This design comes from an exercise in tuning for small area and a short achievable clock period on the open sky130 flow, not from production work.
Where RTL was checked, it was by simulation tests only, not by an equivalence proof against the original.
No activity file was given, so power comes from the tool's default toggle rates.

the reference run:
==> flow/design.v <==
`default_nettype none
package fetch_pkg;
	typedef enum logic [1:0] {
		bus_none  = 2'h0,
		bus_load  = 2'h1,
		bus_store = 2'h2
	} mem_command_t;
	typedef struct packed {
		logic             valid;  
		logic [32-1:0] inst;   
		logic [32-1:0] pc;     
		logic [32-1:0] npc;    
	} if_id_packet_t;
	typedef struct packed {
		logic             valid;       
		logic             prediction;  
		logic [32-1:0] target_pc;
	} btb_lookup_t;
	typedef struct packed {
		logic             valid;
		logic [32-1:0] pc;
		logic             taken;
		logic [32-1:0] target_pc;
	} btb_update_t;
	typedef struct packed {
		logic             valid;
		logic [32-1:0] pc;
	} fetch_btb_t;
	typedef struct packed {
		logic             valid;  
		logic [32-1:0] addr;   
	} mem_request_t;
	typedef struct packed {
		logic                   valid;  
		logic [64-1:0] data;   
	} mem_response_t;
endpackage
`default_nettype wire
`timescale 1ns/1ps
`default_nettype none
module fetch_unit (
	input  logic                   clock,
	input  logic                   reset,
	input  logic                   squash,
	input  logic [32-1:0]       rt_npc,
	input  logic [1:0]             dmem_command,
	input  logic                   btb_update_valid,
	input  logic [32-1:0]       btb_update_pc,
	input  logic                   btb_update_taken,
	input  logic [32-1:0]       btb_update_target,
	input  logic                   mem_response_valid,
	input  logic [64-1:0] mem_response_data,
	input  logic                   decode_pop,
	output logic                        mem_request_valid,
	output logic [32-1:0]            mem_request_addr,
	output logic                        decode_valid,
	output logic [32-1:0]            decode_inst,
	output logic [32-1:0]            decode_pc,
	output logic [32-1:0]            decode_npc
);
	logic [31:0] pc;
	logic [31:0] ic_sel;    
	logic [15:0] bt_sel;    
	logic [31:0] line_valid;
	logic [23:0] line_tag   [32];
	logic [63:0] line_data  [32];
	logic        refill_wait;
	logic        req_valid;
	logic [31:3] req_addr;      
	logic [31:3] req_addr_out;  
	logic [15:0] btb_valid;
	logic [25:0] btb_tag    [16];
	logic [31:0] btb_target [16];
	logic [1:0]  btb_count  [16];
	logic [31:0] h_inst;
	logic [31:0] h_pc;
	logic [31:0] h_npc;
	logic [31:0] b_inst [3];
	logic [31:0] b_pc   [3];
	logic        q_nonempty;
	logic        q_full;
	logic        ic_valid_rd;
	logic [23:0] ic_tag_rd;
	logic [63:0] ic_data_rd;
	logic        ic_hit;
	logic [31:0] inst;
	always_comb begin
		ic_tag_rd  = '0;
		ic_data_rd = '0;
		for (int i = 0; i < 32; i++) begin
			ic_tag_rd  = ic_tag_rd  | ({24{ic_sel[i]}} & line_tag[i]);
			ic_data_rd = ic_data_rd | ({64{ic_sel[i]}} & line_data[i]);
		end
	end
	assign ic_valid_rd = |(ic_sel & line_valid);
	assign ic_hit      = ic_valid_rd && (ic_tag_rd == pc[31:8]);
	assign inst        = pc[2] ? ic_data_rd[63:32] : ic_data_rd[31:0];
	logic [31:0] bt_target_rd;
	logic        take_pred;
	logic [31:0] pc_plus_4;
	logic [31:0] npc;
	always_comb begin
		bt_target_rd = '0;
		take_pred    = 1'b0;
		for (int i = 0; i < 16; i++) begin
			bt_target_rd = bt_target_rd | ({32{bt_sel[i]}} & btb_target[i]);
			take_pred    = take_pred    | (bt_sel[i] & btb_valid[i] & btb_count[i][1] &
				(btb_tag[i] == pc[31:6]));
		end
	end
	assign pc_plus_4 = {pc[31:2] + 30'd1, pc[1:0]};
	assign npc       = take_pred ? bt_target_rd : pc_plus_4;
	logic fetch_ok;
	assign fetch_ok = (dmem_command == 2'b00) && !q_full && ic_hit;
	logic [31:0] ic_sel_tgt;
	logic [15:0] bt_sel_tgt;
	logic [31:0] ic_sel_rt;
	logic [15:0] bt_sel_rt;
	always_comb begin
		for (int i = 0; i < 32; i++) begin
			ic_sel_tgt[i] = (bt_target_rd[7:3] == 5'(i));
			ic_sel_rt[i]  = (rt_npc[7:3] == 5'(i));
		end
		for (int i = 0; i < 16; i++) begin
			bt_sel_tgt[i] = (bt_target_rd[5:2] == 4'(i));
			bt_sel_rt[i]  = (rt_npc[5:2] == 4'(i));
		end
	end
	always_ff @(posedge clock) begin
		if (reset) begin
			pc     <= '0;
			ic_sel <= 32'd1;
			bt_sel <= 16'd1;
		end else if (squash) begin
			pc     <= rt_npc;
			ic_sel <= ic_sel_rt;
			bt_sel <= bt_sel_rt;
		end else if (fetch_ok) begin
			pc <= npc;
			if (take_pred) begin
				ic_sel <= ic_sel_tgt;
				bt_sel <= bt_sel_tgt;
			end else begin
				if (pc[2]) ic_sel <= {ic_sel[30:0], ic_sel[31]};
				bt_sel <= {bt_sel[14:0], bt_sel[15]};
			end
		end
	end
	logic [4:0] fill_idx;
	logic       fill;
	assign fill_idx = req_addr[7:3];
	assign fill     = refill_wait && mem_response_valid;
	always_ff @(posedge clock) begin
		if (reset) begin
			refill_wait <= 1'b0;
			req_valid   <= 1'b0;
		end else begin
			req_valid <= !refill_wait && !ic_hit;
			if (!refill_wait) begin
				refill_wait <= !ic_hit;
			end else if (mem_response_valid) begin
				refill_wait <= 1'b0;
			end
		end
	end
	always_ff @(posedge clock) begin
		if (!refill_wait) begin
			req_addr <= pc[31:3];
		end
	end
	always_ff @(posedge clock) begin
		if (!refill_wait && !ic_hit) begin
			req_addr_out <= pc[31:3];
		end
	end
	always_ff @(posedge clock) begin
		for (int i = 0; i < 32; i++) begin
			if (reset) begin
				line_valid[i] <= 1'b0;
			end else if (fill && fill_idx == 5'(i)) begin
				line_valid[i] <= 1'b1;
			end
		end
	end
	always_ff @(posedge clock) begin
		for (int i = 0; i < 32; i++) begin
			if (fill && fill_idx == 5'(i)) begin
				line_tag[i]  <= req_addr[31:8];
				line_data[i] <= mem_response_data;
			end
		end
	end
	assign mem_request_valid = req_valid;
	assign mem_request_addr  = {req_addr_out, 3'b000};
	logic [3:0]  wr_idx;
	logic [25:0] wr_tag;
	logic        wr_hit;
	logic        wr_valid_rd;
	logic [25:0] wr_tag_rd;
	assign wr_idx      = btb_update_pc[5:2];
	assign wr_tag      = btb_update_pc[31:6];
	assign wr_valid_rd = btb_valid[wr_idx];
	assign wr_tag_rd   = btb_tag[wr_idx];
	assign wr_hit      = wr_valid_rd && (wr_tag_rd == wr_tag);
	logic [1:0] wr_count_nx [16];
	always_comb begin
		for (int i = 0; i < 16; i++) begin
			if (!wr_hit) begin
				wr_count_nx[i] = btb_update_taken ? 2'b10 : btb_count[i];
			end else if (btb_update_taken) begin
				wr_count_nx[i] = (btb_count[i] == 2'b11) ? 2'b11 : btb_count[i] + 2'b01;
			end else begin
				wr_count_nx[i] = (btb_count[i] == 2'b00) ? 2'b00 : btb_count[i] - 2'b01;
			end
		end
	end
	always_ff @(posedge clock) begin
		for (int i = 0; i < 16; i++) begin
			if (reset) begin
				btb_valid[i] <= 1'b0;
			end else if (btb_update_valid && btb_update_taken && wr_idx == 4'(i)) begin
				btb_valid[i] <= 1'b1;
			end
		end
	end
	always_ff @(posedge clock) begin
		for (int i = 0; i < 16; i++) begin
			if (btb_update_valid && wr_idx == 4'(i)) begin
				if (btb_update_taken) begin
					btb_tag[i]    <= wr_tag;
					btb_target[i] <= btb_update_target;
				end
				btb_count[i] <= wr_count_nx[i];
			end
		end
	end
	logic [4:0] cnt;
	logic       do_pop;
	logic [4:0] cnt_nx;
	assign do_pop = decode_pop && !cnt[0];
	always_comb begin
		if (do_pop && !fetch_ok)      cnt_nx = {1'b0, cnt[4:1]};
		else if (fetch_ok && !do_pop) cnt_nx = {cnt[3:0], 1'b0};
		else                          cnt_nx = cnt;
	end
	always_ff @(posedge clock) begin
		if (reset || squash) begin
			cnt <= 5'b00001;
		end else begin
			cnt <= cnt_nx;
		end
	end
	assign q_nonempty = !cnt[0];
	assign q_full     = cnt[4];
	always_ff @(posedge clock) begin
		if (cnt[0] || (cnt[1] && decode_pop)) begin
			h_inst <= inst;
			h_pc   <= pc;
			h_npc  <= npc;
		end else if (decode_pop) begin
			h_inst <= b_inst[0];
			h_pc   <= b_pc[0];
			h_npc  <= cnt[2] ? pc : b_pc[1];
		end
	end
	always_ff @(posedge clock) begin
		for (int j = 0; j < 3; j++) begin
			if ((cnt[j + 1] && !decode_pop) || (cnt[j + 2] && decode_pop)) begin
				b_inst[j] <= inst;
				b_pc[j]   <= pc;
			end else if (do_pop && j < 2) begin
				b_inst[j] <= b_inst[(j + 1) % 3];
				b_pc[j]   <= b_pc[(j + 1) % 3];
			end
		end
	end
	assign decode_valid = q_nonempty;
	assign decode_inst  = h_inst;
	assign decode_pc    = h_pc;
	assign decode_npc   = h_npc;
endmodule
`default_nettype wire
clock: 6.0 ns
lec_check: 0
cap_margin: 20
core_margin: 2
core_utilization: 55
setup_slack_margin: 3.0
slew_margin: 20
tns_end_percent: 5
run.sh (not shown) runs the stock make flow with config.mk's settings and CLKGATE_MAP_FILE= SYNTH_SCRIPT=/design/flow/synth_recipe.tcl, a recipe that flattens the netlist after the stock synthesis.
Here is what was changed in the inputs of the trial run compared with the reference run.
--- a/flow/design.v
+++ b/flow/design.v
@@ -101,13 +101,13 @@
 	logic [31:0] npc;
 	always_comb begin
 		bt_target_rd = '0;
 		take_pred    = 1'b0;
 		for (int i = 0; i < 16; i++) begin
 			bt_target_rd = bt_target_rd | ({32{bt_sel[i]}} & btb_target[i]);
-			take_pred    = take_pred    | (bt_sel[i] & btb_valid[i] & btb_count[i][1] &
+			take_pred    = take_pred    | (bt_sel[i] & btb_valid[i] & cnt_eff[i][1] &
 				(btb_tag[i] == pc[31:6]));
 		end
 	end
 	assign pc_plus_4 = {pc[31:2] + 30'd1, pc[1:0]};
 	assign npc       = take_pred ? bt_target_rd : pc_plus_4;
 	logic fetch_ok;
@@ -166,13 +166,13 @@
 	always_ff @(posedge clock) begin
 		if (!refill_wait) begin
 			req_addr <= pc[31:3];
 		end
 	end
 	always_ff @(posedge clock) begin
-		if (!refill_wait && !ic_hit) begin
+		if (!refill_wait || mem_response_valid) begin
 			req_addr_out <= pc[31:3];
 		end
 	end
 	always_ff @(posedge clock) begin
 		for (int i = 0; i < 32; i++) begin
 			if (reset) begin
@@ -199,22 +199,39 @@
 	logic [25:0] wr_tag_rd;
 	assign wr_idx      = btb_update_pc[5:2];
 	assign wr_tag      = btb_update_pc[31:6];
 	assign wr_valid_rd = btb_valid[wr_idx];
 	assign wr_tag_rd   = btb_tag[wr_idx];
 	assign wr_hit      = wr_valid_rd && (wr_tag_rd == wr_tag);
-	logic [1:0] wr_count_nx [16];
-	always_comb begin
-		for (int i = 0; i < 16; i++) begin
-			if (!wr_hit) begin
-				wr_count_nx[i] = btb_update_taken ? 2'b10 : btb_count[i];
-			end else if (btb_update_taken) begin
-				wr_count_nx[i] = (btb_count[i] == 2'b11) ? 2'b11 : btb_count[i] + 2'b01;
+	logic        pend_valid;
+	logic        pend_hit;
+	logic        pend_taken;
+	logic [3:0]  pend_idx;
+	logic [1:0]  bc_nx  [16];
+	logic [1:0]  cnt_eff [16];
+	always_ff @(posedge clock) begin
+		pend_valid <= btb_update_valid;
+		pend_hit   <= wr_hit;
+		pend_taken <= btb_update_taken;
+		pend_idx   <= wr_idx;
+	end
+	always_comb begin
+		for (int i = 0; i < 16; i++) begin
+			if (!pend_hit) begin
+				bc_nx[i] = pend_taken ? 2'b10 : btb_count[i];
+			end else if (pend_taken) begin
+				bc_nx[i] = (btb_count[i] == 2'b11) ? 2'b11 : btb_count[i] + 2'b01;
 			end else begin
-				wr_count_nx[i] = (btb_count[i] == 2'b00) ? 2'b00 : btb_count[i] - 2'b01;
-			end
+				bc_nx[i] = (btb_count[i] == 2'b00) ? 2'b00 : btb_count[i] - 2'b01;
+			end
+			cnt_eff[i] = (pend_valid && pend_idx == 4'(i)) ? bc_nx[i] : btb_count[i];
+		end
+	end
+	always_ff @(posedge clock) begin
+		for (int i = 0; i < 16; i++) begin
+			btb_count[i] <= cnt_eff[i];
 		end
 	end
 	always_ff @(posedge clock) begin
 		for (int i = 0; i < 16; i++) begin
 			if (reset) begin
 				btb_valid[i] <= 1'b0;
@@ -227,13 +244,12 @@
 		for (int i = 0; i < 16; i++) begin
 			if (btb_update_valid && wr_idx == 4'(i)) begin
 				if (btb_update_taken) begin
 					btb_tag[i]    <= wr_tag;
 					btb_target[i] <= btb_update_target;
 				end
-				btb_count[i] <= wr_count_nx[i];
 			end
 		end
 	end
 	logic [4:0] cnt;
 	logic       do_pop;
 	logic [4:0] cnt_nx;
==> comparison <==
- No stage failed in the reference run, and the final checks on the layout all came back clean.
- The trial run | status: complete | timing, DRC, antenna: pass
- The trial run vs the reference run, startpoint of the worst setup timing path: ic_sel[20] vs pc[9]
- The reference run → the trial run: via count has increased; vias per cell has remained practically unchanged; global-route usage has remained practically unchanged; total standard cell area after synthesis has remained practically unchanged.
- Wire length, the trial run vs the reference run: up slightly
- The reference run → the trial run: clock network power share increased by 0.2 points relative to the old numbers, fraction of power consumed by sequential logic closely matched the old numbers, multi-input gate count decreased by 0.36% relative to the old numbers.
The RTL of the reference run was laid out without a check of its function.

afterwards: timing with drivers on the ports:
The flow's constraints put no driver on any port. The routed layouts listed below were extracted and timed again, unchanged, in two steps.
Step 1 sets driving cells, clkbuf_16 on the clock port and buf_2 on the other inputs (assumed; they add their load-dependent delay and slew).
Step 2 times the ports against the registers' clock, not the clock port: input delays grow and output delays shrink by t, the midpoint of the rising clock arrivals with the driver on.
Three values: ideal ports, drivers, drivers and shift; two values: the first two.
run | shift t [ns] | setup slack, ns | worst setup path at the end | worst slew at a driven data input, ns
the reference run | 1.061 | 2.184 / 2.173 / 1.112 | input to register | 0.29
the trial run | 1.063 | 2.173 / 2.173 / 1.588 | input to register | 0.28
After both steps every run listed still meets setup and hold. The setup slack of the reference run, which loses most, moves by -0.011 ns with the drivers and by -1.072 ns with both steps.
